Context: an optimization exercise on an open-source flow, tuned for small area, a short achievable clock period and few clock cycles per item. The choices shown serve that exercise and are no tape-out recipe.
The RTL was checked by simulation tests, not by an equivalence proof against the original design.
Power and IR drop assume default switching activity.

### flow/config.mk
export PLATFORM = sky130hd
export DESIGN_NAME = demod_rr_scheduler
export DESIGN_NICKNAME = demod_rr_scheduler
export VERILOG_FILES = /design/flow/design.v
export SDC_FILE = /design/flow/constraint.sdc
export NUM_CORES = 4
export LEC_CHECK = 0
export CAP_MARGIN = 20
export CORE_MARGIN = 2
export CORE_UTILIZATION = 40
export SLEW_MARGIN = 20
### flow/design.v
module demod_rr_scheduler #(
  parameter  int N_CH = 4,
  localparam int CH_W = $clog2(N_CH)
) (
  input  logic                 s00_axis_aclk,
  input  logic                 s00_axis_aresetn,
  input  logic [N_CH-1:0]      ch_enable,
  input  logic [N_CH-1:0]      s00_axis_tvalid,
  input  logic [32*N_CH-1:0]   s00_axis_tdata,
  input  logic [N_CH-1:0]      s00_axis_tlast,
  output logic [N_CH-1:0]      s00_axis_tready,
  input  logic                 m00_axis_tready,
  output logic                 m00_axis_tvalid,
  output logic [31:0]          m00_axis_tdata,
  output logic                 m00_axis_tlast,
  output logic [CH_W-1:0]      m00_axis_tuser,
  output logic [3:0]           m00_axis_tstrb
);
  logic              adv, accept, any_cand;
  logic [N_CH-1:0]   cand;
  logic [CH_W-1:0]   grant, idx;
  logic [31:0]       grant_data;
  logic              grant_last;
  logic [CH_W-1:0]   last_grant_q, last_grant_d;
  logic [31:0]       hist_q [N_CH];
  logic [31:0]       hist_d [N_CH];
  logic              s0_valid_q, s0_valid_d, s0_last_q, s0_last_d;
  logic [31:0]       s0_cur_q, s0_cur_d, s0_prev_q, s0_prev_d;
  logic [CH_W-1:0]   s0_ch_q, s0_ch_d;
  logic              s1_valid_q, s1_valid_d, s1_last_q, s1_last_d;
  logic signed [31:0] s1_ac_q, s1_ac_d, s1_bd_q, s1_bd_d;
  logic signed [31:0] s1_bc_q, s1_bc_d, s1_ad_q, s1_ad_d;
  logic [CH_W-1:0]   s1_ch_q, s1_ch_d;
  logic              out_valid_q, out_valid_d, out_last_q, out_last_d;
  logic [31:0]       out_data_q, out_data_d;
  logic [CH_W-1:0]   out_ch_q, out_ch_d;
  logic [3:0]        out_strb_q, out_strb_d;
  logic signed [31:0] cur_i, cur_q, prev_i, prev_q;
  always_comb begin
    cand     = s00_axis_tvalid & ch_enable;
    any_cand = |cand;
    grant    = '0;
    idx      = '0;
    for (int k = N_CH; k >= 1; k--) begin
      idx = CH_W'((int'(last_grant_q) + k) % N_CH);
      if (cand[idx]) grant = idx;
    end
  end
  assign adv        = m00_axis_tready || !out_valid_q;
  assign accept     = s00_axis_aresetn && adv && any_cand;
  assign grant_data = s00_axis_tdata[32*int'(grant) +: 32];
  assign grant_last = s00_axis_tlast[grant];
  always_comb begin
    s00_axis_tready = '0;
    if (accept) s00_axis_tready[grant] = 1'b1;
  end
  assign cur_i  = {{16{s0_cur_q[15]}},  s0_cur_q[15:0]};
  assign cur_q  = {{16{s0_cur_q[31]}},  s0_cur_q[31:16]};
  assign prev_i = {{16{s0_prev_q[15]}}, s0_prev_q[15:0]};
  assign prev_q = {{16{s0_prev_q[31]}}, s0_prev_q[31:16]};
  always_comb begin
    last_grant_d = last_grant_q;
    for (int i = 0; i < N_CH; i++) hist_d[i] = hist_q[i];
    s0_valid_d = s0_valid_q; s0_cur_d = s0_cur_q; s0_prev_d = s0_prev_q;
    s0_ch_d    = s0_ch_q;    s0_last_d = s0_last_q;
    s1_valid_d = s1_valid_q; s1_ac_d = s1_ac_q; s1_bd_d = s1_bd_q;
    s1_bc_d    = s1_bc_q;    s1_ad_d = s1_ad_q; s1_ch_d = s1_ch_q;
    s1_last_d  = s1_last_q;
    out_valid_d = out_valid_q; out_data_d = out_data_q; out_ch_d = out_ch_q;
    out_last_d  = out_last_q;  out_strb_d = out_strb_q;
    if (accept) begin
      last_grant_d  = grant;
      hist_d[grant] = grant_last ? 32'h0 : grant_data;
    end
    if (adv) begin
      s0_valid_d = accept;
      s0_cur_d   = grant_data;
      s0_prev_d  = hist_q[grant];
      s0_ch_d    = grant;
      s0_last_d  = grant_last;
      s1_valid_d = s0_valid_q;
      s1_ac_d    = cur_i * prev_i;
      s1_bd_d    = cur_q * prev_q;
      s1_bc_d    = cur_q * prev_i;
      s1_ad_d    = cur_i * prev_q;
      s1_ch_d    = s0_ch_q;
      s1_last_d  = s0_last_q;
      out_valid_d = s1_valid_q;
      out_data_d  = {16'((s1_bc_q - s1_ad_q) >> 16),
                     16'((s1_ac_q + s1_bd_q) >> 16)};
      out_ch_d    = s1_ch_q;
      out_last_d  = s1_last_q;
      out_strb_d  = s1_valid_q ? 4'hF : 4'h0;
    end
  end
  always_ff @(posedge s00_axis_aclk) begin
    if (!s00_axis_aresetn) begin
      last_grant_q <= CH_W'(N_CH - 1);
      for (int i = 0; i < N_CH; i++) hist_q[i] <= '0;
      s0_valid_q <= 1'b0; s0_cur_q <= '0; s0_prev_q <= '0;
      s0_ch_q    <= '0;   s0_last_q <= 1'b0;
      s1_valid_q <= 1'b0; s1_ac_q <= '0; s1_bd_q <= '0;
      s1_bc_q    <= '0;   s1_ad_q <= '0; s1_ch_q <= '0; s1_last_q <= 1'b0;
      out_valid_q <= 1'b0; out_data_q <= '0; out_ch_q <= '0;
      out_last_q  <= 1'b0; out_strb_q <= '0;
    end else begin
      last_grant_q <= last_grant_d;
      for (int i = 0; i < N_CH; i++) hist_q[i] <= hist_d[i];
      s0_valid_q <= s0_valid_d; s0_cur_q <= s0_cur_d; s0_prev_q <= s0_prev_d;
      s0_ch_q    <= s0_ch_d;    s0_last_q <= s0_last_d;
      s1_valid_q <= s1_valid_d; s1_ac_q <= s1_ac_d; s1_bd_q <= s1_bd_d;
      s1_bc_q    <= s1_bc_d;    s1_ad_q <= s1_ad_d; s1_ch_q <= s1_ch_d;
      s1_last_q  <= s1_last_d;
      out_valid_q <= out_valid_d; out_data_q <= out_data_d; out_ch_q <= out_ch_d;
      out_last_q  <= out_last_d;  out_strb_q <= out_strb_d;
    end
  end
  assign m00_axis_tvalid = out_valid_q;
  assign m00_axis_tdata  = out_data_q;
  assign m00_axis_tlast  = out_last_q;
  assign m00_axis_tuser  = out_ch_q;
  assign m00_axis_tstrb  = out_strb_q;
endmodule
### flow/run.sh
#!/bin/bash
# synth_recipe.tcl (not shown) runs the flow's synth.tcl, then flattens the netlist and writes it again
# the make line also repeats each setting of config.mk as NAME=value (left out here)
make -C /OpenROAD-flow-scripts/flow DESIGN_CONFIG=/design/flow/config.mk WORK_HOME=/design/flow/orfs CLKGATE_MAP_FILE= SYNTH_SCRIPT=/design/flow/synth_recipe.tcl finish
### flow/constraint.sdc
create_clock -name core_clock -period 7.5 [get_ports {s00_axis_aclk}]
set_input_delay 1.5000 -clock core_clock [delete_from_list [all_inputs] [get_ports {s00_axis_aclk}]]
set_output_delay 1.5000 -clock core_clock [all_outputs]
set_load 0.01 [all_outputs]
==> flow_summary.toml <==
[sta]
fmax_mhz = 139.8
fin_crit_sh = 0.9540
tightestPinTransition_ns = 1.143
post-route-min-period_ns = 7.155
tns_ns = 0
final-hold-violation-count = 0
setup_violations = 0
rsz0062_at_grt = "no"
fin_skew_ns = 0.03358
slew_viol_final = 0
max_slew_margin = 0.2367
final.setup.worst_slack_ns = 0.3450

[synth]
ys_top_cells_by_area = "fa_1 38%, dfxtp_1 13%, ha_1 8.7%, inv_1 7.9%, and2_1 7.1%"
synth_edf_count = 0
syn_area_sq_mm = 0.05575
synth.distinct_cells = 83
synth_cells = 6275
synth_nets = 7854
syn_area_per_cell_sq_um = 8.885
synth-seq-cells = 366
yosysTopAreaCell = "fa_1"
synth-async-reset-ratio = 0
yosysWarningCount = 3
synth_flop_cell = "dfxtp_1"
netlist.area_leader.share = 0.3763
seq_area_frac_synth = 0.1314

[grt]
grt.overflow.total = 0
grt_max_degree = 113
grt_pass1_vias = 43590
grt_pass1_wl_um = 251400
antenna_found_initial = 2
track_usage = 0.2277

[final_layout]
regArea_sq_mm = 0.007330
n_fill_cell = 13510
nets = 7939
layout_common_cells = "1176 x inv_1, 1048 x fa_1, 967 x nand2_1"
drive_above_1_share = 0.04800
final_common_cell = "inv_1"
syn_to_final_growth_pct = 10.85
multi_input_area_sq_mm = 0.04280

[cts]
htree_levels = 2
cts_buffer_depth = 3
path_clk_slew_ns = 0.06
clock_sinks = 366
clockRootBuffer = "clkbuf_16"
post_cts_buffers = 0
cts_buffers = 47
clk-insertion-delay-late_ns = 0.64
cts_tree = "yes"

[placement]
routabilityCongestion = 0.8848
io_buffers = 186
hpwl_um = 125100
dp_slack_ns = 0.4274

[drt]
ant_nets = 0
dr_total_vias = 41800
vias_per_cell = 5.103
met1Wirelength_um = 68750
wl_met3_um = 9100
drt_wl_total_um = 158500
drt_iter0_drc = 2736
firstDrtPassIters = 5
wl_per_cell_um = 19.34
wl_met2_um = 73040
route.detailed.drc = 0
routed.top_layer = "met4"

[critical_path]
worst-setup-path-type = "reg2reg"
cp_cell_sequence = "buf_4, and2_1, fa_1, fa_1, ha_1, fa_1, inv_1, fa_1, fa_1, inv_1, ha_1, nand3_1, o21bai_1, nor4_2, o41ai_2, o211ai_1, a21oi_2, a221o_1, nor4_1, nor4_1, a22o_1"
critPathCaptureType = "flip-flop"
start_kind = "flip-flop"
path_buf_inv = 3
cp_max_fo = 21
critPathRequiredTime_ns = 8.07
cp_top_family = "adder cells"
critical_path_arrival_ns = 7.73
slowest_stage = "dfxtp_1"
critPathMaxStageDelay_ns = 1.04
path_common_cell = "fa_1"

[floorplan]
io_pins = 187
start_util = 0.4045
dieArea_sq_mm = 0.1424
core_sq_mm = 0.1378
chipWidth_um = 377.3
die_y_um = 377.3
rows = 136

[power]
ir_drop_uv = 161.8
power.density_mw_per_mm2 = 202.2
power.leakage_nw = 31.18

[job]
max-cap-violations = 0

[worst_hold_path]
worstHoldPathType = "reg2reg"

[outcome]
status = "finished clean"
==> stage by stage <==
stage | area [sq um] | utilization | hold WS (ns) | power [mW] | std cells
2_1_floorplan | 55750 | - | 0.4249 | 7.616 | 6275
3_3_place_gp | 60190 | 0.4367 | 0.4351 | 10.07 | 8104
3_5_place_dp | 60190 | 0.4367 | 0.4402 | 10.19 | 8104
4_1_cts | 61780 | 0.4482 | 0.4482 | 12.60 | 8189
5_1_grt | 61800 | 0.4483 | 0.4678 | 13.57 | 8190
6_report | 61800 | 0.4484 | 0.4451 | 12.50 | 8192
==> cells by family (layout without fill, tap and decap cells) <==
family          Yosys count  in the layout  synth area share
flops                   366            366            0.1314
compound gates          751            751           0.08584
xor+xnor                161            161           0.02529
mux                     165            165           0.02965
other cells               0              2                 0
fa+ha+maj              1436           1436            0.4634
simple gates           1885           1885            0.1619
buf+inv                1511           1632            0.1026
==> power breakdown <==
group / total (mW) / internal (mW) / switching, mW
sequential: 2.67 / 2.30 / 0.372
combinational: 7.48 / 3.04 / 4.44
clock: 2.35 / 1.33 / 1.02
==> cell usage after synthesis, types with 4 or more instances <==
cell	number
nand2b_1	28
o31ai_1	6
buf_4	8
clkbuf_1	300
a31o_2	4
a21o_1	83
buf_2	13
o21ai_1	34
a31oi_1	24
nor3b_1	4
a211oi_1	26
buf_1	12
a32o_1	32
nor2b_1	14
a221o_1	4
a21oi_1	212
dfxtp_1	366
inv_1	1176
nand2_1	968
and2_1	629
mux2i_1	164
nor4_1	4
nor3_1	22
nand3_1	35
and3_1	13
xor2_1	55
xnor2_1	106
fa_1	1048
o21a_1	22
o2111a_1	4
a221oi_1	4
ha_1	388
o21bai_1	12
o211ai_1	6
or3_1	10
nand4_1	11
nor2_1	129
a22o_1	33
o21ai_0	204
and4_1	4
==> final cells by class <==
cell class              count  area share
diodes                      2  0.00008098
clock buffers              62     0.02156
clock inverters            23    0.004150
inverters                1178     0.07159
multi-input cells        4398      0.6925
flip-flops and latches    366      0.1186
well taps                1794     0.03632
repair buffers            369     0.05521
==> flip-flops by register name, summed over array words and instances, names as in the netlist <==
register,count
out_ch_q,2
s0_cur_q,32
s1_ad_q,32
hist_q,128
s1_ch_q,2
s0_valid_q,1
s0_ch_q,2
s0_last_q,1
s1_bc_q,32
out_data_q,32
s1_bd_q,32
out_last_q,1
last_grant_q,2
s1_ac_q,32
s1_last_q,1
s1_valid_q,1
s0_prev_q,32
out_strb_q,1
==> timing repair <==
| action | CTS | global route |
|---|---|---|
| hold buffers | 0 | 0 |
| endpoints found under the setup margin | 0 | 1 |
| gates resized for setup | 0 | 1 |
==> metal layers <==
metal | vias up | global-route usage
met3 | 204 | 0.03237
li1 | 19330 | -
met2 | 1109 | 0.3697
met1 | 21160 | 0.3059
met5 | - | 0
met4 | 0 | 0.09125
==> tightest hold or removal path, stage by stage, from the launching register on <==
cell	delay, ns
dfxtp_1	0.31
nand2_1	0.05
o21ai_1	0.05
==> path summary, 6_finish.rpt <==
check,cells after the start,slack (ns),startpoint,endpoint
worst max register to register,21,0.34,s0_prev_q[3]$_SDFFE_PN0N_,s1_bc_q[31]$_SDFFE_PN0N_
worst max-delay path,21,0.34,s0_prev_q[3]$_SDFFE_PN0N_,s1_bc_q[31]$_SDFFE_PN0N_
worst min-delay path,2,0.45,out_data_q[14]$_SDFFE_PN0N_,out_data_q[14]$_SDFFE_PN0N_
worst min register to register,2,0.45,out_data_q[14]$_SDFFE_PN0N_,out_data_q[14]$_SDFFE_PN0N_
Testbench counts, summed over its fixed seeds: cycles 16,024, items 16,000.

## afterwards: timing with drivers on the ports
The flow's constraints put no driver on any port. The routed layout listed below was extracted and timed again, unchanged, in two steps.
Step 1 (the two cells are an assumption about what drives the block):
set clk [get_ports {s00_axis_aclk}]
set_driving_cell -lib_cell sky130_fd_sc_hd__clkbuf_16 $clk
set_driving_cell -lib_cell sky130_fd_sc_hd__buf_2 [delete_from_list [all_inputs] $clk]
Step 2 also shifts input and output timing later by t, the mid clock arrival at the registers, as if the neighbouring blocks saw the same clock.
a / b / c = ideal / step 1 / step 2; a / b = the first two.
shift t [ns]: 0.697
setup WS [ns]: 0.345 / 0.345 / 0.345
latest minus earliest clock arrival (ns): 0.035 / 0.035
After both steps this run still meets setup and hold. For this run, drivers alone change the setup slack by 0.000 ns; drivers and shift together by 0.000 ns.
